This is an optimization exercise on Yosys and OpenROAD, whose aim is small area, a short achievable clock period and few clock cycles, not a production implementation. Where RTL was checked, it was by simulation tests only, not by an equivalence proof against the original. No functional check of the RTL was part of runs 1 and 3. Power figures rest on the tool's default switching activity, not on a simulated workload.

[flow/design.v]
`default_nettype none
module addr_decode (
    input  logic [31:0]                      addr,
    output logic [26-1:0]          tag,
    output logic [$clog2(4)-1:0]      index,
    output logic [$clog2(4)-1:0] word_sel,
    output logic [31:0]                      phys_addr,
    output logic                             uncached
);
    logic [3:0]  seg;
    logic [3:0]  phys_seg;
    logic [31:0] folded;
    assign seg = addr[31:28];
    always_comb begin
        case (seg)
            4'h8, 4'ha: phys_seg = 4'h0;
            4'h9, 4'hb: phys_seg = 4'h1;
            default:                            phys_seg = seg;     
        endcase
    end
    assign uncached  = (seg == 4'ha) || (seg == 4'hb);
    assign folded    = {phys_seg, addr[27:0]};
    assign phys_addr = folded;
    assign {tag, index, word_sel} = folded[31:2];
endmodule
`default_nettype wire
`default_nettype none
module cache_way (
    input  logic                            clk,
    input  logic                            resetn,     
    input  logic [1:0]                      index,
    input  logic [1:0]                      rd_word,
    output logic                            meta_valid,
    output logic                            meta_dirty,
    output logic [26-1:0]         meta_tag,
    output logic [31:0]                     rd_data,
    input  logic [1:0]                      wr_word,
    input  logic [3:0]                      wr_be,
    input  logic [31:0]                     wr_data,
    input  logic                            meta_we,
    input  logic                            meta_fill,    
    input  logic                            meta_store,   
    input  logic [26-1:0]         fill_tag
);
    localparam int SETS = 4;
    logic [SETS-1:0]         valid_q;
    logic [SETS-1:0]         dirty_q;
    logic [26-1:0] tag_q  [SETS];
    logic [31:0]             data_q [SETS][4];
    assign meta_valid = valid_q[index];
    assign meta_dirty = dirty_q[index];
    assign meta_tag   = tag_q[index];
    assign rd_data    = data_q[index][rd_word];
    always_ff @(posedge clk) begin
        if (resetn) begin
            valid_q <= '0;
            dirty_q <= '0;
        end else if (meta_we) begin
            valid_q[index] <= 1'b1;
            dirty_q[index] <= meta_store | (dirty_q[index] & ~meta_fill);
        end
    end
    always_ff @(posedge clk) begin
        if (meta_we && meta_fill) tag_q[index] <= fill_tag;
    end
    for (genvar s = 0; s < SETS; s++) begin : g_set
        for (genvar k = 0; k < 4; k++) begin : g_word
            for (genvar b = 0; b < 4; b++) begin : g_byte
                always_ff @(posedge clk) begin
                    if (wr_be[b] && index == s && wr_word == k)
                        data_q[s][k][8*b +: 8] <= wr_data[8*b +: 8];
                end
            end
        end
    end
endmodule
`default_nettype wire
`default_nettype none
module way_select (
    input  logic                                   clk,
    input  logic                                   resetn,     
    input  logic [$clog2(4)-1:0]            index,
    input  logic [4-1:0]                    hits,
    input  logic [4-1:0]                    valids,
    input  logic [4-1:0]                    dirtys,
    input  logic [4*26-1:0]       tags,
    input  logic                                   touch,
    input  logic [1:0]                             touch_way,
    output logic                                   hit,
    output logic [1:0]                             hit_way,
    output logic [1:0]                             victim_way,
    output logic                                   victim_dirty,    
    output logic [26-1:0]                victim_tag
);
    localparam int SETS = 4;
    localparam int TB   = 26;
    logic [SETS-1:0][2:0] plru_q;     
    logic [2:0]           cur;
    logic [1:0]           lru_way;
    logic [1:0]           victim;
    assign cur = plru_q[index];
    assign hit     = |hits;
    assign hit_way = {hits[3] | hits[2], hits[3] | hits[1]};
    assign lru_way = cur[0] ? {1'b1, cur[2]} : {1'b0, cur[1]};
    always_comb begin
        victim = lru_way;
        for (int i = 4 - 1; i >= 0; i--) begin
            if (!valids[i]) victim = 2'(i);     
        end
    end
    assign victim_way   = victim;
    assign victim_dirty = valids[victim] && dirtys[victim];
    assign victim_tag   = tags[victim*TB +: TB];
    always_ff @(posedge clk) begin
        if (resetn) begin
            plru_q <= '0;
        end else if (touch) begin
            plru_q[index][0] <= ~touch_way[1];     
            if (touch_way[1]) begin
                plru_q[index][2] <= ~touch_way[0];
            end else begin
                plru_q[index][1] <= ~touch_way[0];
            end
        end
    end
endmodule
`default_nettype wire
`default_nettype none
module cache_ctrl (
    input  logic                            clk,
    input  logic                            resetn,     
    input  logic                            req_valid,
    input  logic [3:0]                      req_strobe,
    input  logic [31:0]                     req_data,
    input  logic                            uncached,
    input  logic [31:0]                     phys_addr,
    input  logic [26-1:0]         tag,
    input  logic [1:0]                      index,
    input  logic [1:0]                      word_sel,
    input  logic                            lookup_hit,
    input  logic [1:0]                      lookup_hit_way,
    input  logic [1:0]                      lookup_victim_way,
    input  logic                            lookup_victim_dirty,
    input  logic [26-1:0]         lookup_victim_tag,
    input  logic [31:0]                     lookup_word,       
    output logic [1:0]                      rd_word,           
    output logic [4-1:0]             wb_way,            
    output logic                            resp_data_ok,
    output logic [31:0]                     resp_data,
    output logic                            mem_req_valid,
    output logic                            mem_req_is_write,
    output logic [31:0]                     mem_req_addr,
    output logic [3:0]                      mem_req_strobe,
    output logic [31:0]                     mem_req_data,
    output logic                            mem_req_burst,
    input  logic                            mem_resp_ready,
    input  logic                            mem_resp_last,
    input  logic [31:0]                     mem_resp_data,
    output logic [1:0]                      wr_word,
    output logic [4*4-1:0]           wr_be,
    output logic [31:0]                     wr_data,
    output logic [4-1:0]             meta_we,
    output logic                            meta_fill,
    output logic                            meta_store,
    output logic                            touch,
    output logic [1:0]                      touch_way
);
    localparam logic [2:0] IDLE      = 3'd0;
    localparam logic [2:0] WRITEBACK = 3'd1;
    localparam logic [2:0] REFILL    = 3'd2;
    localparam logic [2:0] UNCACHED  = 3'd3;
    localparam logic [2:0] RESPOND   = 3'd4;
    logic [2:0]  state_q;
    logic [1:0]  beat_q;       
    logic [1:0]  wb_ptr_q;     
    logic        wb_first_q;
    logic [1:0]  way_q;        
    logic        fill_q;       
    logic        cached_q;
    logic        ok_q;
    logic        cvalid_q, cwrite_q, cburst_q;
    logic [31:0] caddr_q;
    logic [3:0]  cstrobe_q;
    logic [31:0] data_q;       
    logic [3:0]  way_oh;
    logic        store;
    logic        beat_done;
    assign store     = |req_strobe;
    assign beat_done = mem_resp_ready && mem_resp_last;
    assign way_oh    = 4'b0001 << way_q;
    assign rd_word = (state_q == WRITEBACK) ? wb_ptr_q : word_sel;
    assign wb_way  = (state_q == WRITEBACK) ? way_oh : 4'b0000;
    logic        wr_refill, wr_store;
    logic [3:0]  be;
    assign wr_refill = (state_q == REFILL);
    assign wr_store  = (state_q == RESPOND) && cached_q;
    assign wr_word   = wr_refill ? beat_q : word_sel;
    assign wr_data   = wr_refill ? mem_resp_data : req_data;
    assign be        = wr_refill ? 4'hf : (wr_store ? req_strobe : 4'h0);
    for (genvar w = 0; w < 4; w++) begin : g_be
        assign wr_be[4*w +: 4] = way_oh[w] ? be : 4'h0;
        assign meta_we[w]      = wr_store && way_oh[w];
    end
    assign meta_fill  = fill_q;
    assign meta_store = store;
    assign touch      = wr_store;
    assign touch_way  = way_q;
    always_ff @(posedge clk) begin
        if (resetn) begin
            state_q  <= IDLE;
            ok_q     <= 1'b0;
            cvalid_q <= 1'b0;
        end else begin
            case (state_q)
                IDLE: begin
                    if (req_valid) begin
                        if (uncached) begin
                            cvalid_q <= 1'b1;
                            state_q  <= UNCACHED;
                        end else if (lookup_hit) begin
                            ok_q    <= 1'b1;
                            state_q <= RESPOND;
                        end else begin
                            cvalid_q <= 1'b1;
                            state_q  <= lookup_victim_dirty ? WRITEBACK : REFILL;
                        end
                    end
                end
                WRITEBACK: begin
                    if (beat_done) state_q <= REFILL;
                end
                REFILL, UNCACHED: begin
                    if (beat_done) begin
                        cvalid_q <= 1'b0;
                        ok_q     <= 1'b1;
                        state_q  <= RESPOND;
                    end
                end
                default: begin
                    ok_q    <= 1'b0;
                    state_q <= IDLE;
                end
            endcase
        end
    end
    always_ff @(posedge clk) begin
        case (state_q)
            IDLE: begin
                way_q      <= lookup_hit ? lookup_hit_way : lookup_victim_way;
                fill_q     <= !lookup_hit;
                cached_q   <= !uncached;
                beat_q     <= 2'd0;
                wb_ptr_q   <= 2'd0;
                wb_first_q <= 1'b1;
                data_q     <= lookup_word;
                cstrobe_q  <= uncached ? req_strobe : 4'hf;
                cburst_q   <= !uncached;
                if (uncached) begin
                    cwrite_q <= store;
                    caddr_q  <= phys_addr;
                end else if (lookup_victim_dirty) begin
                    cwrite_q <= 1'b1;
                    caddr_q  <= {lookup_victim_tag, index, 4'b0000};
                end else begin
                    cwrite_q <= 1'b0;
                    caddr_q  <= {tag, index, 4'b0000};
                end
            end
            WRITEBACK: begin
                if (wb_first_q || mem_resp_ready) begin
                    data_q   <= lookup_word;
                    wb_ptr_q <= wb_ptr_q + 2'd1;
                end
                wb_first_q <= 1'b0;
                if (beat_done) begin
                    cwrite_q <= 1'b0;
                    caddr_q  <= {tag, index, 4'b0000};
                end
            end
            REFILL: begin
                if (mem_resp_ready) begin
                    beat_q <= beat_q + 2'd1;
                    if (beat_q == word_sel) data_q <= mem_resp_data;
                end
            end
            UNCACHED: begin
                wb_first_q <= 1'b0;
                if (wb_first_q) data_q <= req_data;
                else if (mem_resp_ready) data_q <= mem_resp_data;
            end
            default: ;
        endcase
    end
    assign resp_data_ok     = ok_q;
    assign resp_data        = data_q;
    assign mem_req_valid    = cvalid_q;
    assign mem_req_is_write = cwrite_q;
    assign mem_req_addr     = caddr_q;
    assign mem_req_strobe   = cstrobe_q;
    assign mem_req_data     = data_q;
    assign mem_req_burst    = cburst_q;
endmodule
`default_nettype wire
`default_nettype none
module dcache_top (
    input  logic        clk,
    input  logic        rst,             
    input  logic        dreq_valid,
    input  logic [31:0] dreq_addr,
    input  logic [3:0]  dreq_strobe,     
    input  logic [31:0] dreq_data,
    output logic        dresp_data_ok,   
    output logic [31:0] dresp_data,
    output logic        creq_valid,
    output logic        creq_is_write,
    output logic [31:0] creq_addr,       
    output logic [3:0]  creq_strobe,
    output logic [31:0] creq_data,       
    output logic        creq_burst,      
    input  logic        cresp_ready,
    input  logic        cresp_last,
    input  logic [31:0] cresp_data
);
    localparam int W  = 4;
    localparam int TB = 26;
    logic [31:0]     phys_addr;
    logic [TB-1:0]   tag;
    logic [1:0]      index;
    logic [1:0]      word_sel;
    logic            uncached;
    logic [W-1:0]    hits;
    logic [W-1:0]    valids;
    logic [W-1:0]    dirtys;
    logic [W*TB-1:0] tags;
    logic [31:0]     words [W];
    logic [31:0]     lookup_word;
    logic [1:0]      rd_word;
    logic [W-1:0]    wb_way;
    logic            lookup_hit;
    logic [1:0]      lookup_hit_way;
    logic [1:0]      lookup_victim_way;
    logic            lookup_victim_dirty;
    logic [TB-1:0]   lookup_victim_tag;
    logic [1:0]      wr_word;
    logic [4*W-1:0]  wr_be;
    logic [31:0]     wr_data;
    logic [W-1:0]    meta_we;
    logic            meta_fill;
    logic            meta_store;
    logic            touch;
    logic [1:0]      touch_way;
    addr_decode u_decode (
        .addr      (dreq_addr),
        .tag       (tag),
        .index     (index),
        .word_sel  (word_sel),
        .phys_addr (phys_addr),
        .uncached  (uncached)
    );
    for (genvar i = 0; i < W; i++) begin : g_way
        cache_way u_way (
            .clk        (clk),
            .resetn     (rst),
            .index      (index),
            .rd_word    (rd_word),
            .meta_valid (valids[i]),
            .meta_dirty (dirtys[i]),
            .meta_tag   (tags[i*TB +: TB]),
            .rd_data    (words[i]),
            .wr_word    (wr_word),
            .wr_be      (wr_be[4*i +: 4]),
            .wr_data    (wr_data),
            .meta_we    (meta_we[i]),
            .meta_fill  (meta_fill),
            .meta_store (meta_store),
            .fill_tag   (tag)
        );
        assign hits[i] = valids[i] && (tags[i*TB +: TB] == tag);
    end
    always_comb begin
        lookup_word = '0;
        for (int i = 0; i < W; i++) begin
            if (hits[i] || wb_way[i]) lookup_word = lookup_word | words[i];
        end
    end
    way_select u_select (
        .clk          (clk),
        .resetn       (rst),
        .index        (index),
        .hits         (hits),
        .valids       (valids),
        .dirtys       (dirtys),
        .tags         (tags),
        .touch        (touch),
        .touch_way    (touch_way),
        .hit          (lookup_hit),
        .hit_way      (lookup_hit_way),
        .victim_way   (lookup_victim_way),
        .victim_dirty (lookup_victim_dirty),
        .victim_tag   (lookup_victim_tag)
    );
    cache_ctrl u_ctrl (
        .clk                 (clk),
        .resetn              (rst),
        .req_valid           (dreq_valid),
        .req_strobe          (dreq_strobe),
        .req_data            (dreq_data),
        .uncached            (uncached),
        .phys_addr           (phys_addr),
        .tag                 (tag),
        .index               (index),
        .word_sel            (word_sel),
        .lookup_hit          (lookup_hit),
        .lookup_hit_way      (lookup_hit_way),
        .lookup_victim_way   (lookup_victim_way),
        .lookup_victim_dirty (lookup_victim_dirty),
        .lookup_victim_tag   (lookup_victim_tag),
        .lookup_word         (lookup_word),
        .rd_word             (rd_word),
        .wb_way              (wb_way),
        .resp_data_ok        (dresp_data_ok),
        .resp_data           (dresp_data),
        .mem_req_valid       (creq_valid),
        .mem_req_is_write    (creq_is_write),
        .mem_req_addr        (creq_addr),
        .mem_req_strobe      (creq_strobe),
        .mem_req_data        (creq_data),
        .mem_req_burst       (creq_burst),
        .mem_resp_ready      (cresp_ready),
        .mem_resp_last       (cresp_last),
        .mem_resp_data       (cresp_data),
        .wr_word             (wr_word),
        .wr_be               (wr_be),
        .wr_data             (wr_data),
        .meta_we             (meta_we),
        .meta_fill           (meta_fill),
        .meta_store          (meta_store),
        .touch               (touch),
        .touch_way           (touch_way)
    );
endmodule
`default_nettype wire
[flow/run.sh]
#!/bin/bash
# synth_recipe.tcl (not shown) runs the flow's synth.tcl, then flattens the netlist and writes it again
# the make line also repeats each setting of config.mk as NAME=value (left out here)
make -C /OpenROAD-flow-scripts/flow DESIGN_CONFIG=/design/flow/config.mk WORK_HOME=/design/flow/orfs CLKGATE_MAP_FILE= SYNTH_SCRIPT=/design/flow/synth_recipe.tcl finish
[flow/config.mk]
export PLATFORM = sky130hd
export DESIGN_NAME = dcache_top
export DESIGN_NICKNAME = dcache_top
export VERILOG_FILES = /design/flow/design.v
export SDC_FILE = /design/flow/constraint.sdc
export NUM_CORES = 4
export LEC_CHECK = 0
export ABC_CLOCK_PERIOD_IN_PS = 3000
export CAP_MARGIN = 20
export CORE_MARGIN = 2
export CORE_UTILIZATION = 55
export SETUP_SLACK_MARGIN = 4.0
export SLEW_MARGIN = 20
[flow/constraint.sdc]
create_clock -name core_clock -period 7.0 [get_ports {clk}]
set_input_delay 1.4000 -clock core_clock [delete_from_list [all_inputs] [get_ports {clk}]]
set_output_delay 1.4000 -clock core_clock [all_outputs]
set_load 0.01 [all_outputs]
==> results of run 1 <==
## critical path, delay by kind of cell
family	cells	cell delay (ps)
and+or+nand+nor	1	460
adders and majority gates	1	230
muxes	1	440
AOI/OAI and AO/OA	5	970
buffers and inverters	5	830
## layer usage
metal  GRT usage [%]  vias to the layer above  routed length [um]  share of wire [%]
met5               0                        -                  85              0.022
met4            20.5                       14               22600                5.9
met3            9.67                     1015               49800                 13
met2            60.2                     5524              175000                 45
met1            54.7                    35400              138000                 36
li1                -                    27200                   -                  -
## sequential cells by signal, summed over array words and instances, names as in the netlist, 2 cells and up
signal	cells
g_way.u_way.valid_q	16
u_ctrl.data_q	32
u_select.plru_q	12
u_ctrl.beat_q	2
u_ctrl.cstrobe_q	4
g_way.u_way.data_q	2048
g_way.u_way.tag_q	416
u_ctrl.way_q	2
u_ctrl.wb_ptr_q	2
u_ctrl.caddr_q	32
u_ctrl.state_q	3
g_way.u_way.dirty_q	16
## kinds of logic (layout without fill, tap and decap cells)
group                    count (synthesis)  after routing
AO/OA/AOI/OAI                         1439           1441
XOR/XNOR                                96             96
adder cells (fa/ha/maj)                 11             11
buffers and inverters                  508           1405
flip-flops                            2591           2591
multiplexers                           267            275
other                                    0              9
AND/OR/NAND/NOR                       1409           1430
## placed cells by master (no fill, tap or decap), drive strengths merged, types with 49 or more instances in the layout
cell           instances
a21oi                187
a221oi               143
a222oi               116
a22o                  94
a22oi                433
and3                  60
buf                  766
clkbuf               368
clkdlybuf4s50         77
clkinv               104
dfxtp                 49
edfxtp              2542
mux2i                141
mux4                  94
nand2                482
nand3                153
nand4                134
nor2                 434
o21ai                 87
xnor2                 87
## worst max-delay path by stage
stage / startpoint / to / slack (ps)
after floorplan: dreq_addr[5] / u_select.plru_q[3]$_SDFFE_PP0P_ / 2510
after global placement: dreq_addr[5] / u_ctrl.data_q[22]$_DFFE_PP_ / 1330
after detailed placement: dreq_addr[5] / u_ctrl.data_q[25]$_DFFE_PP_ / 1280
after CTS: dreq_addr[5] / g_way[0].u_way.tag_q[1][15]$_DFFE_PP_ / 3410
after global routing: dreq_addr[30] / u_ctrl.data_q[16]$_DFFE_PP_ / 3230
final: dreq_addr[4] / u_ctrl.data_q[28]$_DFFE_PP_ / 3370
## area by class of cell
type / count / share of cell area [%]
diodes: 9 / 0.0176
multi-input cells: 3253 / 21.6
clock inverters: 116 / 0.505
well taps: 2464 / 2.41
clock buffers: 356 / 5.85
flip-flops and latches: 2591 / 60.4
repair buffers: 912 / 9.09
inverters: 21 / 0.0939
## through the flow
| step | power [uW] | std cells |
|---|---|---|
| 3_5_place_dp | 25900 | 8704 |
| 3_3_place_gp | 25800 | 8701 |
| 4_1_cts | 39900 | 9572 |
| 5_1_grt | 41100 | 9716 |
| 6_report | 40300 | 9722 |
| 2_1_floorplan | 22800 | 6321 |
## repair_timing
action / 4_1_cts / 5_1_grt
pin swaps: 174 / 197
setup endpoints to repair: 4704 / 1622
setup buffers: 319 / 132
endpoints found under the hold margin: 0 / 0
gates cloned: 77 / 9
gates resized for setup: 988 / 163
## where the power goes
group	total, uW	internal (uW)	switching [uW]
Clock	13600	7690	5940
Combinational	7310	1790	5520
Sequential	19400	19100	278
Total	40300	28600	11700
==> results.json, run 1 <==
{
  "status": "no timing/DRC/antenna violations",
  "min_to": "g_way[3].u_way.valid_q[2]$_SDFFE_PP0P_",
  "muxShareOfSynthArea_pct": 3.85,
  "crit_slowest_cell": "nor3b_4",
  "drc": 0,
  "ioPinCount": 209,
  "grt_pass1_vias": 65000,
  "synth_top_family_by_area": "compound AO/OA/AOI/OAI gates",
  "worstSetupPathType": "input pin to flip-flop",
  "period_share_pct": 51.9,
  "vdd_drop_max_uv": 409,
  "slowest_delay_ps": 460,
  "power_density_mw_per_mm2": 315,
  "cts.path.max_buffers": 4,
  "hold_ws_ps": 465,
  "port-buffer-count": 208,
  "synth_area_mm2": 0.102,
  "synth_flop_cell": "edfxtp_1",
  "ctsHoldBuffers": 0,
  "vias": 69200,
  "crit_arrival_ps": 4390,
  "initial_core_util_pct": 55.5,
  "hold_viol": 0,
  "ctsRootBufferMaster": "clkbuf_16",
  "power.leakage_uw": 0.0412,
  "grt_overflow_total": 0,
  "design_area_mm2": 0.128,
  "finalWorstSetupSlack_ps": 3370,
  "reg2reg_to": "u_ctrl.data_q[0]$_DFFE_PP_",
  "cts_buffers": 280,
  "synth_edf_count": 2542,
  "critPathMaxFanout": 21,
  "yosys_warnings": 7,
  "yosys.area_share.simple_pct": 6.33,
  "nets": 7175,
  "clkTransAtPathRegs_ps": 60,
  "rr_worst_depth": 10,
  "grt_max_degree": 79,
  "dieArea_mm2": 0.189,
  "synth_top_cell_area_share_pct": 74.9,
  "hpwl_mm": 200,
  "synth.avg_cell_area_um2": 16.1,
  "ys_seq_area_share_pct": 75.9,
  "track_usage_pct": 40.0,
  "synthAdderAreaFrac_pct": 0.135,
  "gp_congestion": 0.908,
  "worstPathCellList": "clkbuf_16, buf_8, inv_16, ha_4, buf_4, nor3b_4, mux2_8, buf_6, a22o_1, a21oi_1, a31oi_1, a221oi_2, a32oi_1",
  "worstMarginPinSlew_ps": 1110,
  "yosysMostFrequentCell": "edfxtp_1",
  "setup_viol": 0,
  "syn_nets": 6437,
  "tns_ps": 0,
  "ys_top_cells_by_area": "edfxtp_1, a22oi_1, mux4_2",
  "post-route-util_pct": 69.7,
  "drv_cap": 0,
  "crit_path_end_kind": "flip-flop",
  "die_width_um": 434,
  "finClkSkew_ps": 54.4,
  "die_y_um": 434,
  "ant_nets": 0,
  "synth-compound-area-share_pct": 10.7,
  "rsz0062_at_grt": "yes",
  "max_freq_mhz": 275,
  "post-place-ws_ps": 1280,
  "r2r_setup_slack_ps": 3540,
  "antenna_found_initial": 17,
  "clk_latency_ps": 950,
  "grt_pass1_wl_mm": 519,
  "wirelength_mm": 385,
  "yosys-top-cells-count": "edfxtp_1, nand2_1, a22oi_1",
  "fp-row-count": 157,
  "cp.required_ps": 7760,
  "wire_per_inst_um": 39.6,
  "place_area_mm2": 0.110,
  "finalMaxSlewViolations": 0,
  "synth_xor_area_share_pct": 0.848,
  "cts_tree": "yes",
  "vias_per_cell": 7.11,
  "n_fill_cell": 12100,
  "min_path_type": "flip-flop to flip-flop",
  "async_flop_share_pct": 0,
  "startpoint_type": "input pin",
  "register_area_mm2": 0.0773,
  "slew-limit-headroom_pct": 25.9,
  "yosysTopAreaCell": "edfxtp_1",
  "drt_first_iter_violations": 10800,
  "fp.coreArea_mm2": 0.183,
  "synth_cell_types": 88,
  "ys_seq_elements": 2591,
  "clock-sinks": 2591,
  "drive_gt1_share_pct": 27.6,
  "syn-instance-count": 6321,
  "h-tree-depth": 5,
  "hp-start": "g_way[3].u_way.valid_q[2]$_SDFFE_PP0P_",
  "r2r-start": "u_ctrl.state_q[0]$_SDFFE_PP0P_",
  "fin_crit_ps": 3630,
  "multiInputGateArea_mm2": 0.0277,
  "syn_to_final_growth_pct": 25.6,
  "holdPathStages": 2,
  "firstDrtPassIters": 9
}
==> inputs of run 2 (changes only) <==
--- a/flow/design.v
+++ b/flow/design.v
@@ -178,10 +178,11 @@
     logic        fill_q;       
     logic        cached_q;
     logic        ok_q;
+    logic [31:0] rdata_q;
     logic        cvalid_q, cwrite_q, cburst_q;
     logic [31:0] caddr_q;
     logic [3:0]  cstrobe_q;
-    logic [31:0] data_q;       
+    logic [31:0] cdata_q;
     logic [3:0]  way_oh;
     logic        store;
     logic        beat_done;
@@ -252,7 +253,8 @@
                 beat_q     <= 2'd0;
                 wb_ptr_q   <= 2'd0;
                 wb_first_q <= 1'b1;
-                data_q     <= lookup_word;
+                rdata_q    <= lookup_word;
+                cdata_q    <= req_data;
                 cstrobe_q  <= uncached ? req_strobe : 4'hf;
                 cburst_q   <= !uncached;
                 if (uncached) begin
@@ -268,7 +270,7 @@
             end
             WRITEBACK: begin
                 if (wb_first_q || mem_resp_ready) begin
-                    data_q   <= lookup_word;
+                    cdata_q  <= lookup_word;
                     wb_ptr_q <= wb_ptr_q + 2'd1;
                 end
                 wb_first_q <= 1'b0;
@@ -280,24 +282,22 @@
             REFILL: begin
                 if (mem_resp_ready) begin
                     beat_q <= beat_q + 2'd1;
-                    if (beat_q == word_sel) data_q <= mem_resp_data;
+                    if (beat_q == word_sel) rdata_q <= mem_resp_data;
                 end
             end
             UNCACHED: begin
-                wb_first_q <= 1'b0;
-                if (wb_first_q) data_q <= req_data;
-                else if (mem_resp_ready) data_q <= mem_resp_data;
+                if (mem_resp_ready) rdata_q <= mem_resp_data;
             end
             default: ;
         endcase
     end
     assign resp_data_ok     = ok_q;
-    assign resp_data        = data_q;
+    assign resp_data        = rdata_q;
     assign mem_req_valid    = cvalid_q;
     assign mem_req_is_write = cwrite_q;
     assign mem_req_addr     = caddr_q;
     assign mem_req_strobe   = cstrobe_q;
-    assign mem_req_data     = data_q;
+    assign mem_req_data     = cdata_q;
     assign mem_req_burst    = cburst_q;
 endmodule
 `default_nettype wire
==> flow/config.mk (replaced) <==
export PLATFORM = sky130hd
export DESIGN_NAME = dcache_top
export DESIGN_NICKNAME = dcache_top
export VERILOG_FILES = /design/flow/design.v
export SDC_FILE = /design/flow/constraint.sdc
export NUM_CORES = 4
export LEC_CHECK = 0
export CAP_MARGIN = 20
export CORE_MARGIN = 2
export CORE_UTILIZATION = 40
export SLEW_MARGIN = 20
==> results.json, run 2 <==
{
  "hp-start": "g_way[0].u_way.valid_q[2]$_SDFFE_PP0P_",
  "track_usage_pct": 26.1,
  "cts_buffers": 284,
  "setup_viol": 0,
  "cts_tree": "yes",
  "hpwl_mm": 212,
  "yosys.area_share.simple_pct": 6.52,
  "synth.avg_cell_area_um2": 15.9,
  "critPathMaxFanout": 68,
  "drive_gt1_share_pct": 12.5,
  "crit_arrival_ps": 6390,
  "cts_resized": 0,
  "reg2reg_to": "u_ctrl.rdata_q[16]$_DFFE_PP_",
  "status": "no timing/DRC/antenna violations",
  "async_flop_share_pct": 0,
  "period_share_pct": 80.1,
  "syn_to_final_growth_pct": 15.6,
  "ioPinCount": 209,
  "grt_pass1_vias": 64000,
  "vdd_drop_max_uv": 311,
  "top_register": "g_way.u_way.data_q",
  "synth_edf_count": 2574,
  "finClkSkew_ps": 88.0,
  "synth_xor_area_share_pct": 0.693,
  "fin_total_pwr_uw": 34300,
  "final_cell_mix": "edfxtp_1, nor2_1, a22oi_1",
  "port-buffer-count": 208,
  "wirelength_mm": 351,
  "holdPathStages": 2,
  "h-tree-depth": 5,
  "drv_cap": 0,
  "worstMarginPinSlew_ps": 1260,
  "fin_crit_ps": 5610,
  "hold_ws_ps": 475,
  "tns_ps": 0,
  "synth_top_cell_area_share_pct": 74.6,
  "ys_seq_area_share_pct": 75.5,
  "min_path_type": "flip-flop to flip-flop",
  "vias": 66500,
  "grt_pass1_wl_mm": 491,
  "yosys_warnings": 7,
  "cts_setup_buffers": 0,
  "max_freq_mhz": 178,
  "vias_per_cell": 6.41,
  "top_regs": "g_way.u_way.data_q: 2048 flops, g_way.u_way.tag_q: 416 flops",
  "rsz0062_at_grt": "no",
  "clkTransAtPathRegs_ps": 60,
  "clk_latency_ps": 980,
  "largest_register_ffs": 2048,
  "ctsHoldBuffers": 0,
  "gp_congestion": 0.906,
  "synth-compound-area-share_pct": 10.8,
  "worstSetupPathType": "flip-flop to flip-flop",
  "min_to": "g_way[0].u_way.valid_q[2]$_SDFFE_PP0P_",
  "hold_viol": 0,
  "yosysMostFrequentCell": "edfxtp_1",
  "layout_commonest_cell": "edfxtp_1",
  "firstDrtPassIters": 8,
  "cts.path.max_buffers": 4,
  "synth_top_family_by_area": "compound AO/OA/AOI/OAI gates",
  "grt_overflow_total": 0,
  "instances_no_fill": 10400,
  "syn_nets": 6622,
  "power_density_mw_per_mm2": 287,
  "dieArea_mm2": 0.263,
  "ant_nets": 0,
  "synth_area_mm2": 0.104,
  "cp.required_ps": 7780,
  "wire_per_inst_um": 33.9,
  "power.leakage_uw": 0.0374,
  "drt_first_iter_violations": 11100,
  "r2r-start": "u_ctrl.state_q[1]$_SDFFE_PP0P_",
  "yosysTopAreaCell": "edfxtp_1",
  "ctsRootBufferMaster": "clkbuf_16",
  "finalMaxSlewViolations": 0,
  "slew-limit-headroom_pct": 15.4,
  "ys_top_cells_by_area": "edfxtp_1, a22oi_1, nor2_1",
  "nets": 6914,
  "r2r_setup_slack_ps": 1390,
  "ys_seq_elements": 2623,
  "fp.coreArea_mm2": 0.257,
  "syn-instance-count": 6506,
  "antenna_found_initial": 11,
  "synth_flop_cell": "edfxtp_1",
  "rr_worst_depth": 12,
  "crit_path_end_kind": "flip-flop",
  "clock-sinks": 2623,
  "initial_core_util_pct": 40.3,
  "die_y_um": 513,
  "synth_cell_types": 88,
  "grt_max_degree": 76,
  "yosys-top-cells-count": "edfxtp_1, nor2_1, a22oi_1",
  "drc": 0,
  "fp-row-count": 186,
  "die_width_um": 513,
  "muxShareOfSynthArea_pct": 4.31,
  "synthAdderAreaFrac_pct": 0.133,
  "startpoint_type": "flip-flop",
  "place_inst": 9893
}
==> run 2: cell families after synthesis <==
logic type                 Yosys count
adders and majority gates           11
muxes                              315
xor gates and xnor gates            82
AOI/OAI and AO/OA                 1490
and+or+nand+nor                   1496
buffers and inverters              489
DFF                               2623
==> run 2: where the power goes <==
| part | internal [uW] | total, uW | switching (uW) |
|---|---|---|---|
| logic | 713 | 2540 | 1830 |
| clock network | 8130 | 14100 | 6010 |
| registers | 17600 | 17700 | 88.0 |
==> run 2: metal layers <==
| metal | part of all wire (%) | vias to the layer above | GRT usage (%) | routed length [um] |
|---|---|---|---|---|
| li1 | - | 26900 | - | - |
| met1 | 38 | 33800 | 35.4 | 132000 |
| met2 | 45 | 4841 | 39.8 | 157000 |
| met3 | 13 | 902 | 6.96 | 45600 |
| met4 | 4.6 | 12 | 10.5 | 16300 |
| met5 | 0.024 | - | 0.0913 | 84 |
==> run 2: area by class of cell <==
type | instances | area [um^2]
fill | 21800 | 137000
antenna | 2 | 5.00
inverter | 33 | 129
timing repair buffer | 462 | 4630
multi-input combinational | 3394 | 24000
clock buffer | 349 | 7480
tap | 3384 | 4230
clock inverter | 118 | 983
sequential | 2623 | 78300
==> run 2: critical path, cell delays in order (launching register included) <==
cell and delay [ps]:
dfxtp_1 690, nor3b_2 190, inv_6 560, buf_4 600
mux2i_4 800, buf_4 510, a222oi_1 180, o2111ai_1 160
o22ai_1 240, a21oi_1 750, a2111oi_0 220, buf_4 220
a21oi_1 140
==> run 2: worst max path at each step <==
| stage | depth (start not counted) | slack, ps | startpoint | end |
|---|---|---|---|---|
| floorplan | 24 | 10 | dreq_addr[4] | u_select.plru_q[3]$_SDFFE_PP0P_ |
| global placement | 11 | 990 | dreq_addr[4] | u_ctrl.rdata_q[18]$_DFFE_PP_ |
| detailed placement | 10 | 940 | dreq_addr[4] | u_ctrl.rdata_q[18]$_DFFE_PP_ |
| CTS | 12 | 1750 | u_ctrl.state_q[1]$_SDFFE_PP0P_ | u_ctrl.rdata_q[16]$_DFFE_PP_ |
| global route | 12 | 1410 | u_ctrl.state_q[1]$_SDFFE_PP0P_ | u_ctrl.cdata_q[16]$_DFFE_PP_ |
| finish | 12 | 1390 | u_ctrl.state_q[1]$_SDFFE_PP0P_ | u_ctrl.rdata_q[16]$_DFFE_PP_ |
==> run 2: through the flow <==
stage | cell area (um^2) | utilization (%) | worst slack (ps)
after floorplan | 104000 | - | 11.6
after global placement | 111000 | 43.2 | 992
after detailed placement | 111000 | 43.2 | 938
after CTS | 120000 | 46.5 | 1750
after global routing | 120000 | 46.6 | 1410
final | 120000 | 46.6 | 1390
Testbench counts of run 2, summed over its fixed seeds: cycles 102,653.
==> inputs of run 3 (changes only) <==
--- a/flow/design.v
+++ b/flow/design.v
@@ -29,7 +29,10 @@
     input  logic                            clk,
     input  logic                            resetn,     
     input  logic [1:0]                      index,
+    input  logic [26-1:0]         tag,
+    input  logic                            lookup_en,   
     input  logic [1:0]                      rd_word,
+    output logic                            hit,
     output logic                            meta_valid,
     output logic                            meta_dirty,
     output logic [26-1:0]         meta_tag,
@@ -39,18 +42,23 @@
     input  logic [31:0]                     wr_data,
     input  logic                            meta_we,
     input  logic                            meta_fill,    
-    input  logic                            meta_store,   
-    input  logic [26-1:0]         fill_tag
+    input  logic                            meta_store    
 );
-    localparam int SETS = 4;
+    localparam int SETS  = 4;
+    localparam int WORDS = 4;
     logic [SETS-1:0]         valid_q;
     logic [SETS-1:0]         dirty_q;
     logic [26-1:0] tag_q  [SETS];
-    logic [31:0]             data_q [SETS][4];
+    logic [31:0]             data_q [SETS*WORDS];     
+    logic [SETS-1:0]         match;
+    for (genvar s = 0; s < SETS; s++) begin : g_match
+        assign match[s] = valid_q[s] && (tag_q[s] == tag) && (index == s);
+    end
+    assign hit        = lookup_en && |match;
     assign meta_valid = valid_q[index];
     assign meta_dirty = dirty_q[index];
     assign meta_tag   = tag_q[index];
-    assign rd_data    = data_q[index][rd_word];
+    assign rd_data    = data_q[{index, rd_word}];
     always_ff @(posedge clk) begin
         if (resetn) begin
             valid_q <= '0;
@@ -61,15 +69,13 @@
         end
     end
     always_ff @(posedge clk) begin
-        if (meta_we && meta_fill) tag_q[index] <= fill_tag;
+        if (meta_we && meta_fill) tag_q[index] <= tag;
     end
-    for (genvar s = 0; s < SETS; s++) begin : g_set
-        for (genvar k = 0; k < 4; k++) begin : g_word
-            for (genvar b = 0; b < 4; b++) begin : g_byte
-                always_ff @(posedge clk) begin
-                    if (wr_be[b] && index == s && wr_word == k)
-                        data_q[s][k][8*b +: 8] <= wr_data[8*b +: 8];
-                end
+    for (genvar e = 0; e < SETS*WORDS; e++) begin : g_word
+        for (genvar b = 0; b < 4; b++) begin : g_byte
+            always_ff @(posedge clk) begin
+                if (wr_be[b] && {index, wr_word} == e)
+                    data_q[e][8*b +: 8] <= wr_data[8*b +: 8];
             end
         end
     end
@@ -178,11 +184,10 @@
     logic        fill_q;       
     logic        cached_q;
     logic        ok_q;
-    logic [31:0] rdata_q;
     logic        cvalid_q, cwrite_q, cburst_q;
     logic [31:0] caddr_q;
     logic [3:0]  cstrobe_q;
-    logic [31:0] cdata_q;
+    logic [31:0] data_q;       
     logic [3:0]  way_oh;
     logic        store;
     logic        beat_done;
@@ -253,8 +258,6 @@
                 beat_q     <= 2'd0;
                 wb_ptr_q   <= 2'd0;
                 wb_first_q <= 1'b1;
-                rdata_q    <= lookup_word;
-                cdata_q    <= req_data;
                 cstrobe_q  <= uncached ? req_strobe : 4'hf;
                 cburst_q   <= !uncached;
                 if (uncached) begin
@@ -269,10 +272,7 @@
                 end
             end
             WRITEBACK: begin
-                if (wb_first_q || mem_resp_ready) begin
-                    cdata_q  <= lookup_word;
-                    wb_ptr_q <= wb_ptr_q + 2'd1;
-                end
+                if (wb_first_q || mem_resp_ready) wb_ptr_q <= wb_ptr_q + 2'd1;
                 wb_first_q <= 1'b0;
                 if (beat_done) begin
                     cwrite_q <= 1'b0;
@@ -280,24 +280,35 @@
                 end
             end
             REFILL: begin
-                if (mem_resp_ready) begin
-                    beat_q <= beat_q + 2'd1;
-                    if (beat_q == word_sel) rdata_q <= mem_resp_data;
-                end
-            end
-            UNCACHED: begin
-                if (mem_resp_ready) rdata_q <= mem_resp_data;
+                if (mem_resp_ready) beat_q <= beat_q + 2'd1;
             end
             default: ;
         endcase
     end
+    logic        data_en;
+    logic [31:0] data_d;
+    always_comb begin
+        case (state_q)
+            IDLE:      data_en = 1'b1;
+            WRITEBACK: data_en = wb_first_q || mem_resp_ready;
+            REFILL:    data_en = mem_resp_ready && (beat_q == word_sel);
+            UNCACHED:  data_en = mem_resp_ready;
+            default:   data_en = 1'b0;
+        endcase
+    end
+    assign data_d = lookup_word
+                  | ({32{state_q == IDLE && uncached}} & req_data)
+                  | ({32{state_q == REFILL || state_q == UNCACHED}} & mem_resp_data);
+    always_ff @(posedge clk) begin
+        if (data_en) data_q <= data_d;
+    end
     assign resp_data_ok     = ok_q;
-    assign resp_data        = rdata_q;
+    assign resp_data        = data_q;
     assign mem_req_valid    = cvalid_q;
     assign mem_req_is_write = cwrite_q;
     assign mem_req_addr     = caddr_q;
     assign mem_req_strobe   = cstrobe_q;
-    assign mem_req_data     = cdata_q;
+    assign mem_req_data     = data_q;
     assign mem_req_burst    = cburst_q;
 endmodule
 `default_nettype wire
@@ -362,7 +373,10 @@
             .clk        (clk),
             .resetn     (rst),
             .index      (index),
+            .tag        (tag),
+            .lookup_en  (!uncached),
             .rd_word    (rd_word),
+            .hit        (hits[i]),
             .meta_valid (valids[i]),
             .meta_dirty (dirtys[i]),
             .meta_tag   (tags[i*TB +: TB]),
@@ -372,10 +386,8 @@
             .wr_data    (wr_data),
             .meta_we    (meta_we[i]),
             .meta_fill  (meta_fill),
-            .meta_store (meta_store),
-            .fill_tag   (tag)
+            .meta_store (meta_store)
         );
-        assign hits[i] = valids[i] && (tags[i*TB +: TB] == tag);
     end
     always_comb begin
         lookup_word = '0;
--- a/flow/config.mk
+++ b/flow/config.mk
@@ -5,7 +5,12 @@
 export SDC_FILE = /design/flow/constraint.sdc
 export NUM_CORES = 4
 export LEC_CHECK = 0
+export ABC_CLOCK_PERIOD_IN_PS = 3000
 export CAP_MARGIN = 20
 export CORE_MARGIN = 2
-export CORE_UTILIZATION = 40
+export CORE_UTILIZATION = 65
+export CTS_CLUSTER_DIAMETER = 80
+export CTS_CLUSTER_SIZE = 30
+export PLACE_DENSITY = 0.75
+export SETUP_SLACK_MARGIN = 3.6
 export SLEW_MARGIN = 20
==> results.json, run 3 <==
{
  "finClkSkew_ps": 53.1,
  "port-buffer-count": 208,
  "rsz0062_at_grt": "yes",
  "finalMaxSlewViolations": 0,
  "yosysMostFrequentCell": "edfxtp_1",
  "synth_cell_types": 75,
  "vdd_drop_max_uv": 233,
  "clock-sinks": 2591,
  "drive_gt1_share_pct": 20.2,
  "worstSetupPathType": "input pin to flip-flop",
  "slowest_delay_ps": 500,
  "min_path_type": "flip-flop to flip-flop",
  "initial_core_util_pct": 65.3,
  "post-route-util_pct": 75.2,
  "crit_path_end_kind": "flip-flop",
  "slew-limit-headroom_pct": 25.0,
  "synth.avg_cell_area_um2": 16.1,
  "die_width_um": 402,
  "die_y_um": 402,
  "power_density_mw_per_mm2": 253,
  "r2r_setup_slack_ps": 3300,
  "crit_slowest_cell": "or4_1",
  "tns_ps": 0,
  "clkTransAtPathRegs_ps": 110,
  "fp-row-count": 146,
  "grt_pass1_wl_mm": 472,
  "grt_pass1_vias": 62100,
  "yosys_warnings": 7,
  "ctsRootBufferMaster": "clkbuf_16",
  "instances_no_fill": 8778,
  "drt_first_iter_violations": 13300,
  "firstDrtPassIters": 9,
  "layout_commonest_cell": "edfxtp_1",
  "synth_area_mm2": 0.103,
  "clk_latency_ps": 810,
  "cts_tree": "yes",
  "dieArea_mm2": 0.162,
  "startpoint_type": "input pin",
  "register_area_mm2": 0.0773,
  "synth_edf_count": 2542,
  "cp-startpoint": "dreq_addr[5]",
  "critPathMaxFanout": 75,
  "ioPinCount": 209,
  "reg2reg_to": "u_ctrl.data_q[20]$_DFFE_PP_",
  "holdPathStages": 2,
  "nets": 6748,
  "grt.met3_usage_pct": 12.5,
  "period_share_pct": 54.8,
  "r2r-start": "u_ctrl.state_q[0]$_SDFFE_PP0P_",
  "grt_overflow_total": 0,
  "ctsHoldBuffers": 0,
  "gp_congestion": 0.993,
  "ys_seq_area_share_pct": 74.9,
  "vias_per_cell": 7.69,
  "synth_top_cell_area_share_pct": 74.0,
  "fin_total_pwr_uw": 30000,
  "multiInputGateArea_mm2": 0.0284,
  "largest_register_ffs": 2048,
  "hold_viol": 0,
  "grt_util_met1_pct": 57.7,
  "ys_seq_elements": 2591,
  "async_flop_share_pct": 0,
  "top_register": "g_way.u_way.data_q",
  "power.leakage_uw": 0.0366,
  "antenna_found_initial": 14,
  "synth_flop_cell": "edfxtp_1",
  "final_cell_mix": "edfxtp_1, a22oi_1, xor2_1",
  "cts_buffers": 109,
  "track_usage_pct": 41.5,
  "crit_end": "u_ctrl.data_q[20]$_DFFE_PP_",
  "crit_arrival_ps": 4370,
  "yosysTopAreaCell": "edfxtp_1",
  "fin_crit_ps": 3840,
  "vias": 67500,
  "syn_nets": 6518,
  "yosys-top-cells-count": "edfxtp_1, a22oi_1, nor2_1",
  "top_regs": "g_way.u_way.data_q: 2048 flops, g_way.u_way.tag_q: 416 flops",
  "cp.required_ps": 7530,
  "syn-instance-count": 6401,
  "worstMarginPinSlew_ps": 1120,
  "worstPathCellList": "buf_8, ha_4, buf_4, inv_8, ha_4, inv_4, a211oi_4, buf_12, a221oi_2, nand4_1, o22ai_2, o22ai_1, or4_1",
  "met2_usage_pct": 60.9,
  "max_freq_mhz": 261,
  "grt_max_degree": 80,
  "drv_cap": 0,
  "cts.path.max_buffers": 3,
  "hpwl_mm": 192,
  "syn_to_final_growth_pct": 15.1,
  "grt-busiest-layer": "met2",
  "place_inst": 8357,
  "n_fill_cell": 8979,
  "ys_top_cells_by_area": "edfxtp_1, a22oi_1, xor2_1",
  "status": "no timing/DRC/antenna violations",
  "wire_per_inst_um": 40.6,
  "rr_worst_depth": 10,
  "crit_path_frequent_cell": "ha_4",
  "setup_viol": 0,
  "h-tree-depth": 3,
  "drc": 0,
  "fp.coreArea_mm2": 0.158,
  "wirelength_mm": 357,
  "ant_nets": 0
}
==> run 3: worst min-delay path by stage <==
stage,start,end,slack (ps)
2_1_floorplan,u_select.plru_q[7]$_SDFFE_PP0P_,u_select.plru_q[7]$_SDFFE_PP0P_,450
3_3_place_gp,u_select.plru_q[7]$_SDFFE_PP0P_,u_select.plru_q[7]$_SDFFE_PP0P_,460
3_5_place_dp,u_ctrl.cvalid_q$_SDFFE_PP0P_,u_ctrl.cvalid_q$_SDFFE_PP0P_,460
4_1_cts,u_select.plru_q[7]$_SDFFE_PP0P_,u_select.plru_q[7]$_SDFFE_PP0P_,480
5_1_grt,g_way[3].u_way.dirty_q[1]$_SDFFE_PP0P_,g_way[3].u_way.dirty_q[1]$_SDFFE_PP0P_,510
6_report,u_select.plru_q[7]$_SDFFE_PP0P_,u_select.plru_q[7]$_SDFFE_PP0P_,480
==> run 3: stage by stage <==
step                      hold WS [ps]  setup WS, ps  instance area (um^2)
after global placement             457           852                109000
after CTS                          479          3330                116000
after floorplan                    446          2730                105000
after detailed placement           459           864                109000
final                              480          3160                119000
after global routing               512          3190                119000
==> run 3: layer usage <==
| metal | share of wire (%) | vias to the layer above |
|---|---|---|
| li1 | - | 26300 |
| met1 | 33 | 33500 |
| met2 | 43 | 6447 |
| met3 | 17 | 1175 |
| met4 | 6.6 | 12 |
| met5 | 0.020 | - |
==> run 3: worst max-delay path: cells and delay by family <==
kind	cells	cell delay, ps
fa+ha+maj	2	430
compound gates	4	820
simple gates	2	670
buf+inv	5	760
==> run 3: final cells by class <==
class | instances | area share [%]
inverters | 18 | 0.0758
flip-flops and latches | 2591 | 65.1
clock buffers | 116 | 2.37
multi-input cells | 3339 | 23.9
clock inverters | 58 | 0.613
well taps | 2072 | 2.18
diodes | 12 | 0.0253
repair buffers | 572 | 5.76
==> run 3: kinds of logic (layout without fill, tap and decap cells) <==
logic type,count (synthesis),in the layout,share of synthesized area (%)
other,0,12,0
adders and majority gates,12,12,0.145
and+or+nand+nor,1466,1476,6.97
buffers and inverters,492,764,2.10
muxes,184,192,3.24
DFF,2591,2591,74.9
xor gates and xnor gates,398,398,3.38
AOI/OAI and AO/OA,1258,1261,9.27
==> run 3: what timing repair did <==
item                       4_1_cts  5_1_grt
pin swaps                       97      156
gates cloned                    37       31
gates resized for setup        430      231
buffers inserted                94       73
setup endpoints to repair     2877     1245
==> run 3: power by group <==
part	leakage, uW	internal, uW	switching, uW
Clock	0.00171	3240	4900
Combinational	0.0115	1040	2830
Sequential	0.0234	17900	157
Total	0.0366	22200	7880
==> inputs of run 4 (changes only) <==
--- a/flow/design.v
+++ b/flow/design.v
@@ -50,11 +50,7 @@
     logic [SETS-1:0]         dirty_q;
     logic [26-1:0] tag_q  [SETS];
     logic [31:0]             data_q [SETS*WORDS];     
-    logic [SETS-1:0]         match;
-    for (genvar s = 0; s < SETS; s++) begin : g_match
-        assign match[s] = valid_q[s] && (tag_q[s] == tag) && (index == s);
-    end
-    assign hit        = lookup_en && |match;
+    assign hit        = lookup_en && meta_valid && (meta_tag == tag);
     assign meta_valid = valid_q[index];
     assign meta_dirty = dirty_q[index];
     assign meta_tag   = tag_q[index];
@@ -175,14 +171,14 @@
     localparam logic [2:0] WRITEBACK = 3'd1;
     localparam logic [2:0] REFILL    = 3'd2;
     localparam logic [2:0] UNCACHED  = 3'd3;
-    localparam logic [2:0] RESPOND   = 3'd4;
+    localparam logic [2:0] RESPOND   = 3'd4;     
     logic [2:0]  state_q;
     logic [1:0]  beat_q;       
     logic [1:0]  wb_ptr_q;     
     logic        wb_first_q;
     logic [1:0]  way_q;        
-    logic        fill_q;       
-    logic        cached_q;
+    logic        bypass_q;     
+    logic        wb_q;         
     logic        ok_q;
     logic        cvalid_q, cwrite_q, cburst_q;
     logic [31:0] caddr_q;
@@ -191,29 +187,36 @@
     logic [3:0]  way_oh;
     logic        store;
     logic        beat_done;
+    logic        mem_done;     
     assign store     = |req_strobe;
     assign beat_done = mem_resp_ready && mem_resp_last;
+    assign mem_done  = (state_q == REFILL || state_q == UNCACHED) && beat_done;
     assign way_oh    = 4'b0001 << way_q;
-    assign rd_word = (state_q == WRITEBACK) ? wb_ptr_q : word_sel;
-    assign wb_way  = (state_q == WRITEBACK) ? way_oh : 4'b0000;
-    logic        wr_refill, wr_store;
+    assign rd_word = wb_q ? wb_ptr_q : word_sel;
+    assign wb_way  = wb_q ? way_oh : 4'b0000;
+    logic        wr_refill, wr_hit, meta_up;
     logic [3:0]  be;
     assign wr_refill = (state_q == REFILL);
-    assign wr_store  = (state_q == RESPOND) && cached_q;
+    assign wr_hit    = (state_q == RESPOND);
+    assign meta_up   = wr_hit || (wr_refill && beat_done);
     assign wr_word   = wr_refill ? beat_q : word_sel;
-    assign wr_data   = wr_refill ? mem_resp_data : req_data;
-    assign be        = wr_refill ? 4'hf : (wr_store ? req_strobe : 4'h0);
+    assign be        = wr_refill ? 4'hf : (wr_hit ? req_strobe : 4'h0);
+    for (genvar b = 0; b < 4; b++) begin : g_wdata
+        assign wr_data[8*b +: 8] = (req_strobe[b] && (wr_hit || beat_q == word_sel))
+                                 ? req_data[8*b +: 8] : mem_resp_data[8*b +: 8];
+    end
     for (genvar w = 0; w < 4; w++) begin : g_be
         assign wr_be[4*w +: 4] = way_oh[w] ? be : 4'h0;
-        assign meta_we[w]      = wr_store && way_oh[w];
+        assign meta_we[w]      = meta_up && way_oh[w];
     end
-    assign meta_fill  = fill_q;
+    assign meta_fill  = wr_refill;
     assign meta_store = store;
-    assign touch      = wr_store;
+    assign touch      = meta_up;
     assign touch_way  = way_q;
     always_ff @(posedge clk) begin
         if (resetn) begin
             state_q  <= IDLE;
+            wb_q     <= 1'b0;
             ok_q     <= 1'b0;
             cvalid_q <= 1'b0;
         end else begin
@@ -229,17 +232,20 @@
                         end else begin
                             cvalid_q <= 1'b1;
                             state_q  <= lookup_victim_dirty ? WRITEBACK : REFILL;
+                            wb_q     <= lookup_victim_dirty;
                         end
                     end
                 end
                 WRITEBACK: begin
-                    if (beat_done) state_q <= REFILL;
+                    if (beat_done) begin
+                        state_q <= REFILL;
+                        wb_q    <= 1'b0;
+                    end
                 end
                 REFILL, UNCACHED: begin
                     if (beat_done) begin
                         cvalid_q <= 1'b0;
-                        ok_q     <= 1'b1;
-                        state_q  <= RESPOND;
+                        state_q  <= IDLE;
                     end
                 end
                 default: begin
@@ -253,8 +259,7 @@
         case (state_q)
             IDLE: begin
                 way_q      <= lookup_hit ? lookup_hit_way : lookup_victim_way;
-                fill_q     <= !lookup_hit;
-                cached_q   <= !uncached;
+                bypass_q   <= uncached || (!lookup_hit && word_sel == 2'd3);
                 beat_q     <= 2'd0;
                 wb_ptr_q   <= 2'd0;
                 wb_first_q <= 1'b1;
@@ -292,18 +297,17 @@
             IDLE:      data_en = 1'b1;
             WRITEBACK: data_en = wb_first_q || mem_resp_ready;
             REFILL:    data_en = mem_resp_ready && (beat_q == word_sel);
-            UNCACHED:  data_en = mem_resp_ready;
             default:   data_en = 1'b0;
         endcase
     end
     assign data_d = lookup_word
                   | ({32{state_q == IDLE && uncached}} & req_data)
-                  | ({32{state_q == REFILL || state_q == UNCACHED}} & mem_resp_data);
+                  | ({32{state_q == REFILL}} & mem_resp_data);
     always_ff @(posedge clk) begin
         if (data_en) data_q <= data_d;
     end
-    assign resp_data_ok     = ok_q;
-    assign resp_data        = data_q;
+    assign resp_data_ok     = ok_q || mem_done;
+    assign resp_data        = bypass_q ? mem_resp_data : data_q;
     assign mem_req_valid    = cvalid_q;
     assign mem_req_is_write = cwrite_q;
     assign mem_req_addr     = caddr_q;
==> flow/config.mk (replaced) <==
export PLATFORM = sky130hd
export DESIGN_NAME = dcache_top
export DESIGN_NICKNAME = dcache_top
export VERILOG_FILES = /design/flow/design.v
export SDC_FILE = /design/flow/constraint.sdc
export NUM_CORES = 4
export LEC_CHECK = 0
export CAP_MARGIN = 20
export CORE_MARGIN = 2
export CORE_UTILIZATION = 65
export CTS_CLUSTER_DIAMETER = 70
export CTS_CLUSTER_SIZE = 24
export PLACE_DENSITY = 0.75
export SETUP_SLACK_MARGIN = 3.6
export SLEW_MARGIN = 20
==> results.json, run 4 <==
{
  "yosysMostFrequentCell": "edfxtp_1",
  "finClkSkew_ps": 34.7,
  "final_cell_mix": "edfxtp_1, a22oi_1, buf_4",
  "synth.avg_cell_area_um2": 17.2,
  "ioPinCount": 209,
  "grt_pass1_vias": 58100,
  "worstSetupPathType": "flip-flop to output pin",
  "power.leakage_uw": 0.0352,
  "status": "no timing/DRC/antenna violations",
  "clock-sinks": 2592,
  "layout_commonest_cell": "edfxtp_1",
  "cts_tree": "yes",
  "n_fill_cell": 8575,
  "vias_per_cell": 7.48,
  "register_area_mm2": 0.0773,
  "instances_no_fill": 8134,
  "drt_first_iter_violations": 11400,
  "hpwl_mm": 162,
  "setup_viol": 0,
  "ys_top_cells_by_area": "edfxtp_1, a22oi_1, mux4_2",
  "h-tree-depth": 4,
  "hold_ws_ps": 459,
  "top_regs": "g_way.u_way.data_q: 2048 flops, g_way.u_way.tag_q: 416 flops",
  "synth_top_cell_area_share_pct": 77.2,
  "power_density_mw_per_mm2": 253,
  "grt_overflow_total": 0,
  "slew-limit-headroom_pct": 14.9,
  "multiInputGateArea_mm2": 0.0230,
  "cp.required_ps": 5600,
  "wire_per_inst_um": 37.5,
  "synth_flop_cell": "edfxtp_1",
  "finalMaxSlewViolations": 0,
  "startpoint_type": "flip-flop",
  "syn_nets": 5855,
  "wirelength_mm": 305,
  "grt_max_degree": 110,
  "nets": 6150,
  "drive_gt1_share_pct": 20.0,
  "ys_seq_area_share_pct": 78.2,
  "fp-row-count": 143,
  "yosys-top-cells-count": "edfxtp_1, a22oi_1, nor2_1",
  "ctsHoldBuffers": 0,
  "synth_edf_count": 2542,
  "largest_register_ffs": 2048,
  "min_path_type": "flip-flop to flip-flop",
  "drc": 0,
  "async_flop_share_pct": 0,
  "yosysTopAreaCell": "edfxtp_1",
  "place_inst": 7728,
  "drv_cap": 0,
  "fin_crit_ps": 3620,
  "cts_buffers": 137,
  "ys_seq_elements": 2592,
  "syn_to_final_growth_pct": 14.6,
  "top_register": "g_way.u_way.data_q",
  "ctsRootBufferMaster": "clkbuf_16",
  "rsz0062_at_grt": "yes",
  "grt_pass1_wl_mm": 420,
  "hold_viol": 0,
  "clk_latency_ps": 810,
  "vdd_drop_max_uv": 254,
  "firstDrtPassIters": 10,
  "track_usage_pct": 38.0,
  "synth_area_mm2": 0.0989,
  "die_width_um": 394,
  "syn-instance-count": 5739,
  "crit_arrival_ps": 2220,
  "fin_total_pwr_uw": 28700,
  "die_y_um": 394,
  "worstMarginPinSlew_ps": 1280,
  "gp_congestion": 0.904,
  "crit_path_end_kind": "output pin",
  "tns_ps": 0,
  "clkTransAtPathRegs_ps": 80,
  "max_freq_mhz": 276,
  "ant_nets": 0,
  "yosys_warnings": 7,
  "fp.coreArea_mm2": 0.152,
  "initial_core_util_pct": 65.3,
  "dieArea_mm2": 0.155,
  "critPathMaxFanout": 6,
  "vias": 60800,
  "antenna_found_initial": 6,
  "period_share_pct": 51.7,
  "cts.path.max_buffers": 3,
  "port-buffer-count": 208,
  "synth_cell_types": 72
}
==> run 4: metrics by stage <==
step	worst slack (ps)	utilization (%)	area (um^2)
after floorplan	2820	-	101000
after CTS	3350	73.7	112000
after detailed placement	1430	69.3	105000
after global routing	3340	74.8	113000
after global placement	1460	69.3	105000
final	3380	74.8	113000
==> run 4: critical path: stages, from the launching register on <==
cell      delay (ps)
edfxtp_1         450
buf_6            150
buf_12           150
buf_4            140
buf_4            130
mux2_2           270
buf_6            120
==> run 4: power breakdown <==
group / switching (uW) / internal [uW] / total [uW]
clock network: 4910 / 4030 / 8940
logic: 1630 / 761 / 2390
registers: 68.8 / 17300 / 17400
==> run 4: kinds of logic after synthesis <==
| family | count (synthesis) | share of synthesized area (%) |
|---|---|---|
| flip-flops | 2592 | 78.2 |
| AO/OA/AOI/OAI | 1279 | 10.1 |
| AND/OR/NAND/NOR | 1118 | 5.34 |
| buffers and inverters | 420 | 1.76 |
| multiplexers | 217 | 3.60 |
| XOR/XNOR | 102 | 0.903 |
| adder cells (fa/ha/maj) | 11 | 0.139 |
==> run 4: repair_timing <==
| item | CTS | global route |
|---|---|---|
| gates resized for setup | 568 | 172 |
| pin swaps | 50 | 83 |
| endpoints found under the setup margin | 4439 | 1273 |
| hold endpoints to repair | 0 | 0 |
| cloned | 26 | 21 |
| setup buffers | 80 | 68 |
==> run 4: area by class of cell <==
class / count / area share [%]
Sequential cell: 2592 / 68.2
Multi-Input combinational cell: 2743 / 20.3
Tap cell: 2030 / 2.24
Timing Repair Buffer: 547 / 5.50
Clock buffer: 152 / 3.22
Clock inverter: 51 / 0.500
Inverter: 13 / 0.0629
Antenna cell: 6 / 0.0132
==> run 4: final timing paths <==
check	startpoint	endpoint	slack, ps	cells past startpoint
worst max-delay path	u_ctrl.bypass_q$_DFFE_PP_	dresp_data[23]	3380	6
worst min-delay path	g_way[0].u_way.valid_q[2]$_SDFFE_PP0P_	g_way[0].u_way.valid_q[2]$_SDFFE_PP0P_	460	2
worst max register to register	u_ctrl.way_q[0]$_DFFE_PP_	g_way[3].u_way.tag_q[2][17]$_DFFE_PP_	3430	4
worst min register to register	g_way[0].u_way.valid_q[2]$_SDFFE_PP0P_	g_way[0].u_way.valid_q[2]$_SDFFE_PP0P_	460	2
==> run 4: routing by layer <==
metal  wire [um]  global-route usage, %  vias to the layer above
met2      138000                   57.0                     5302
li1            -                      -                    24100
met5         107                      0                        -
met4       16500                   16.1                       14
met1      102000                   52.5                    30400
met3       48300                   11.4                      943
Testbench counts of run 4, summed over its fixed seeds: cycles 95,055.
==> inputs of run 5 (changes only) <==
==> flow/flow/run.sh (new file) <==
#!/bin/bash
# The standard layout (the standard.sh, standard synthesis included), with two
# changes to how it is made: the port buffers are buf_4 cells rather than the
# delay-type buffer buffer_ports picks by itself, and timing repair may resize a
# cell to one of another footprint. Make's full output goes to standard.log.
set -euo pipefail
bash standard.sh \
    "BUFFER_PORTS_ARGS=-buffer_cell sky130_fd_sc_hd__buf_4" \
    MATCH_CELL_FOOTPRINT=0 \
    finish > standard.log 2>&1
==> flow/standard.sh (new file) <==
#!/bin/bash
# synth_recipe.tcl (not shown) runs the flow's synth.tcl, then flattens the netlist and writes it again
# the make line also repeats each setting of config.mk as NAME=value (left out here)
make -C /OpenROAD-flow-scripts/flow DESIGN_CONFIG=/design/flow/config.mk WORK_HOME=/design/flow/orfs CLKGATE_MAP_FILE= SYNTH_SCRIPT=/design/flow/synth_recipe.tcl "${@:-finish}"
removed: flow/run.sh
==> results.json, run 5 <==
{
  "yosys_warnings": 7,
  "worstSetupPathType": "input pin to flip-flop",
  "synth_cell_types": 72,
  "finalMaxSlewViolations": 0,
  "switching_power_uw": 6490,
  "die_width_um": 394,
  "vdd_drop_max_uv": 279,
  "wire_per_inst_um": 37.1,
  "rsz0062_at_grt": "yes",
  "ys_top_cells_by_area": "edfxtp_1, a22oi_1, mux4_2",
  "startpoint_type": "input pin",
  "min_path_type": "flip-flop to flip-flop",
  "ys_seq_elements": 2592,
  "yosysTopAreaCell": "edfxtp_1",
  "grt_pass1_wl_mm": 413,
  "grt_overflow_total": 0,
  "wirelength_mm": 298,
  "final_cell_mix": "edfxtp_1, a22oi_1, buf_4",
  "ant_nets": 0,
  "synth_flop_cell": "edfxtp_1",
  "crit_buf_inv": 6,
  "vias_per_cell": 7.48,
  "cp.required_ps": 7530,
  "initial_core_util_pct": 65.3,
  "cts_tree": "yes",
  "post-place-ws_ps": 1360,
  "layout_commonest_cell": "edfxtp_1",
  "synth_area_mm2": 0.0989,
  "syn_nets": 5855,
  "ctsHoldBuffers": 0,
  "fin_crit_ps": 3520,
  "swShare_pct": 22.8,
  "clk_latency_ps": 800,
  "status": "no timing/DRC/antenna violations",
  "dieArea_mm2": 0.155,
  "top_regs": "g_way.u_way.data_q: 2048 flops, g_way.u_way.tag_q: 416 flops",
  "largest_register_ffs": 2048,
  "cts_buffers": 137,
  "h-tree-depth": 4,
  "clkTransAtPathRegs_ps": 100,
  "drive_gt1_share_pct": 20.9,
  "gp_congestion": 0.880,
  "grt_max_degree": 97,
  "place_inst": 7689,
  "syn-instance-count": 5739,
  "p_int_uw": 22000,
  "post-route-util_pct": 73.7,
  "slowest_delay_ps": 430,
  "synth.avg_cell_area_um2": 17.2,
  "synth_edf_count": 2542,
  "drc": 0,
  "grt_pass1_vias": 57600,
  "hold_viol": 0,
  "pwr-share-comb_pct": 7.8,
  "nets": 6072,
  "n_fill_cell": 8674,
  "synth_top_cell_area_share_pct": 77.2,
  "critPathMaxFanout": 33,
  "critPathTopFamily": "compound AO/OA/AOI/OAI gates",
  "setup_viol": 0,
  "worstPathCellList": "buf_16, buf_12, buf_12, ha_4, a21boi_4, buf_6, buf_4, clkbuf_16, a22o_1, a221oi_1, and3_1, nand4_1, o211ai_1, nand4_1",
  "tns_ps": 0,
  "firstDrtPassIters": 8,
  "drt_first_iter_violations": 11000,
  "top_register": "g_way.u_way.data_q",
  "crit_path_end_kind": "flip-flop",
  "track_usage_pct": 37.1,
  "fp.coreArea_mm2": 0.152,
  "vias": 60200,
  "yosys-top-cells-count": "edfxtp_1, a22oi_1, nor2_1",
  "clock-sinks": 2592,
  "cts.path.max_buffers": 3,
  "worstMarginPinSlew_ps": 1230,
  "instances_no_fill": 8046,
  "max_freq_mhz": 284,
  "crit_arrival_ps": 4050,
  "syn_to_final_growth_pct": 12.9,
  "yosysMostFrequentCell": "edfxtp_1",
  "finalWorstSetupSlack_ps": 3480,
  "seq_power_share_pct": 61.0,
  "period_share_pct": 50.2,
  "die_y_um": 394,
  "async_flop_share_pct": 0,
  "ioPinCount": 209,
  "power_density_mw_per_mm2": 255,
  "crit_slowest_cell": "a221oi_1",
  "fp-row-count": 143,
  "drv_cap": 0,
  "finClkSkew_ps": 32.2,
  "clockPowerShare_pct": 31.1,
  "slew-limit-headroom_pct": 17.8,
  "port-buffer-count": 208,
  "hpwl_mm": 158,
  "power.leakage_uw": 0.0345,
  "ys_seq_area_share_pct": 78.2,
  "ctsRootBufferMaster": "clkbuf_16",
  "antenna_found_initial": 10
}
## run 5: cell counts after synthesis
Identical to the previous run, type by type.
## run 5: path summary, 6_finish.rpt
check	startpoint	end	slack, ps	cells after the start
worst max-delay path	dreq_addr[4]	u_ctrl.data_q[22]$_DFFE_PP_	3480	14
worst min-delay path	g_way[1].u_way.valid_q[2]$_SDFFE_PP0P_	g_way[1].u_way.valid_q[2]$_SDFFE_PP0P_	450	2
worst max register to register	u_ctrl.way_q[0]$_DFFE_PP_	g_way[3].u_way.tag_q[0][20]$_DFFE_PP_	3550	3
worst min register to register	g_way[1].u_way.valid_q[2]$_SDFFE_PP0P_	g_way[1].u_way.valid_q[2]$_SDFFE_PP0P_	450	2
## run 5: stage by stage
step	power [uW]	cell area, um^2	hold WS [ps]
after global routing	29100	112000	474
after CTS	28400	110000	448
final	28500	112000	446
after global placement	19700	104000	439
after floorplan	18800	101000	422
after detailed placement	19800	104000	436
## run 5: power by group through the flow
| stage | sequential (uW) | combinational (uW) | clock (uW) |
|---|---|---|---|
| global route | 17400 | 2290 | 9370 |
| floorplan | 17800 | 1060 | 0 |
| finish | 17400 | 2230 | 8880 |
| detailed placement | 17800 | 1980 | 0 |
| global placement | 17800 | 1930 | 0 |
| CTS | 17400 | 2080 | 8850 |
## run 5: final cells by class
type                       count  area [um^2]  share of cell area [%]
antenna                        5         12.5                  0.0112
timing repair buffer         477         4980                    4.46
inverter                      13         73.8                  0.0661
sequential                  2592        77300                    69.2
clock buffer                 152         3610                    3.23
tap                         2030         2540                    2.27
clock inverter                42          547                   0.489
multi-input combinational   2735        22600                    20.2
## run 5: kinds of logic (layout without fill, tap and decap cells)
logic type | count (synthesis) | after routing | share of synthesized area [%]
flops | 2592 | 2592 | 78.2
buf+inv | 420 | 684 | 1.76
other cells | 0 | 5 | 0
compound gates | 1279 | 1282 | 10.1
xor+xnor | 102 | 102 | 0.903
mux | 217 | 217 | 3.60
fa+ha+maj | 11 | 11 | 0.139
simple gates | 1118 | 1123 | 5.34
## run 5: timing repair
item,CTS,global route
pin swaps,46,71
cloned,22,16
setup buffers,78,40
resized for setup,251,125
endpoints found under the setup margin,2635,1085
## run 5: worst reg2reg max path: stages (launching register included)
cell,delay [ps]
edfxtp_1,830
and2_1,810
nand2_1,450
nor2_4,930
## run 5: per-layer routing
metal  part of all wire [%]  wire length, um  GRT usage, %
met4                    5.1            15200          15.9
met5                  0.041              123             0
met1                     34           101000          51.4
met2                     45           136000          56.1
met3                     16            46600          10.5

==> port drivers added, routing unchanged <==
In the flow no input, the clock included, has a driving cell. The finished layouts below were timed again as built, in two steps. Step 1: set_driving_cell puts a clkbuf_16 on clk and a buf_2 on each other input, an assumption about the parent block. Step 2 moves the port delays by t, midway between the first and last clock arrival at a register: inputs arrive t later, outputs are due t later. That takes back most of the time a late clock gives input paths. Three values: ideal, step 1, step 2; two values: the first two.
| run | t, ns | setup WS [ns] | worst hold slack (ns) | latest minus earliest clock arrival (ns) |
|---|---|---|---|---|
| run 1 | 1.022 | 3.368 / 3.084 / 2.061 | 0.465 / 0.465 / 0.465 | 0.055 / 0.055 |
| run 2 | 1.028 | 1.390 / 1.390 / 0.707 | 0.475 / 0.475 / 0.475 | 0.101 / 0.102 |
| run 3 | 0.881 | 3.163 / 3.110 / 2.229 | 0.480 / 0.480 / 0.480 | 0.054 / 0.053 |
| run 4 | 0.880 | 3.379 / 3.152 / 2.272 | 0.459 / 0.459 / 0.459 | 0.038 / 0.038 |
| run 5 | 0.873 | 3.484 / 3.269 / 2.396 | 0.446 / 0.446 / 0.446 | 0.035 / 0.034 |
After both steps every run listed still meets setup and hold. For run 1, which loses most, drivers alone change the setup slack by -0.284 ns; drivers and shift together by -1.307 ns.
